Source: an optimization exercise on an open RTL-to-GDS flow (aim: small area, a short achievable clock period and few clock cycles). Production flows keep margins and buffers that such runs may drop.
Only simulation tests tie the RTL to the original design; equivalence was not proved.

run 1:
// data_memory_pipe
module data_memory_pipe (
  input  logic        clk,
  input  logic        rst,
  input  logic        req_valid,
  output logic        req_ready,
  input  logic        req_write,
  input  logic [15:0] address,
  input  logic [15:0] store_data,
  input  logic [1:0]  byte_en,
  output logic [15:0] load_data,
  output logic        load_valid,
  output logic        addr_err
);
Size in the first run: about 11000 cells after synthesis, roughly 4600 flip-flops, about 140000 um2 of cells after synthesis.
==> flow/config.mk <==
export PLATFORM = sky130hd
export DESIGN_NAME = data_memory_pipe
export DESIGN_NICKNAME = data_memory_pipe
export VERILOG_FILES = /design/flow/design.v
export SDC_FILE = /design/flow/constraint.sdc
export NUM_CORES = 4
export LEC_CHECK = 0
export ABC_CLOCK_PERIOD_IN_PS = 1800
export CAP_MARGIN = 20
export CORE_MARGIN = 2
export CORE_UTILIZATION = 70
export CTS_CLUSTER_DIAMETER = 80
export CTS_CLUSTER_SIZE = 30
export SETUP_SLACK_MARGIN = 1.75
export SLEW_MARGIN = 20
export SYNTH_MEMORY_MAX_BITS = 8192
==> flow/constraint.sdc <==
create_clock -name core_clock -period 3.7 [get_ports {clk}]
set_input_delay 0.7400 -clock core_clock [delete_from_list [all_inputs] [get_ports {clk}]]
set_output_delay 0.7400 -clock core_clock [all_outputs]
set_load 0.01 [all_outputs]
run.sh (not shown) runs the stock make flow with config.mk's settings and CLKGATE_MAP_FILE= SYNTH_SCRIPT=/design/flow/synth_recipe.tcl, a recipe that flattens the netlist after the stock synthesis.
Testbench counts of run 1, summed over its fixed seeds: cycles 24,022.
Setup changes, run 1 to run 2
# run 1
export LEC_CHECK = 0
export ABC_CLOCK_PERIOD_IN_PS = 1800
export CAP_MARGIN = 20
export CORE_MARGIN = 2
export CORE_UTILIZATION = 70
export CTS_CLUSTER_DIAMETER = 80
export CTS_CLUSTER_SIZE = 30
export SETUP_SLACK_MARGIN = 1.75
export SLEW_MARGIN = 20
export SYNTH_MEMORY_MAX_BITS = 8192
create_clock -name core_clock -period 3.7 [get_ports {clk}]
# run 2
export LEC_CHECK = 0
export ABC_CLOCK_PERIOD_IN_PS = 1800
export CAP_MARGIN = 20
export CORE_MARGIN = 2
export CORE_UTILIZATION = 70
export CTS_CLUSTER_DIAMETER = 80
export CTS_CLUSTER_SIZE = 30
export SETUP_SLACK_MARGIN = 1.6
export SLEW_MARGIN = 20
export SYNTH_MEMORY_MAX_BITS = 8192
create_clock -name core_clock -period 3.7 [get_ports {clk}]
--- outcome ---
- Area growth from synthesis to layout: higher on run 1
- Run 2 vs run 1: post-route standard cell area excluding fillers down
- Between run 1 and run 2, the clock network area share does not differ in any meaningful way.
Changes in run 3 relative to run 2:
# run 2
export LEC_CHECK = 0
export ABC_CLOCK_PERIOD_IN_PS = 1800
export CAP_MARGIN = 20
export CORE_MARGIN = 2
export CORE_UTILIZATION = 70
export CTS_CLUSTER_DIAMETER = 80
export CTS_CLUSTER_SIZE = 30
export SETUP_SLACK_MARGIN = 1.6
export SLEW_MARGIN = 20
export SYNTH_MEMORY_MAX_BITS = 8192
create_clock -name core_clock -period 3.7 [get_ports {clk}]
# run 3
export LEC_CHECK = 0
export ABC_CLOCK_PERIOD_IN_PS = 1800
export CAP_MARGIN = 20
export CORE_MARGIN = 2
export CORE_UTILIZATION = 78
export CTS_CLUSTER_DIAMETER = 70
export CTS_CLUSTER_SIZE = 30
export SETUP_SLACK_MARGIN = 1.6
export SLEW_MARGIN = 20
export SYNTH_MEMORY_MAX_BITS = 8192
create_clock -name core_clock -period 3.7 [get_ports {clk}]
==> comparison <==
Global-route met3 utilization (higher): run 3. Re number of stages on the worst hold path: run 3 and run 2 aren't equal, and the higher value belongs to run 2. The worst hold-check path type comes out in2reg in one run and reg2reg in the other, namely in run 2 and run 3 respectively. [compare] base=run 2 new=run 3: width of the chip went down; register-to-register slack went up; area enclosed by the die boundary went down; post-route fraction of the period consumed by the critical path went down; share of the final layout cell area in sequential cells went down. Where maximum resistive drop on vdd is concerned, run 2 is better than run 3.

[re-timing with driven ports]
The results above use ideal ports. As a check the final layouts listed here were re-extracted and re-timed, cells and wires unchanged. Step 1, drivers: a clkbuf_16 drives clk and a buf_2 each remaining input, both assumed. Step 2 adds t to the input delays and takes it off the output delays; t is the mean of the earliest and latest rising clock arrival at the registers after step 1. Input paths then give back, and output paths get back, about the clock's delay inside the block. Slacks: ideal ports / drivers / drivers and shift; pairs: ideal ports / drivers.
run | t, ns | setup slack, ns | hold WS [ns]
run 1 | 0.984 | 1.472 / 1.283 / 0.298 | 0.216 / 0.133 / 0.335
run 2 | 0.976 | 1.437 / 1.383 / 0.573 | 0.239 / 0.162 / 0.326
run 3 | 0.985 | 1.454 / 1.388 / 0.403 | 0.331 / 0.331 / 0.331
After both steps every run listed still meets setup and hold. The setup slack of run 1, which loses most, moves by -0.189 ns with the drivers and by -1.174 ns with both steps.
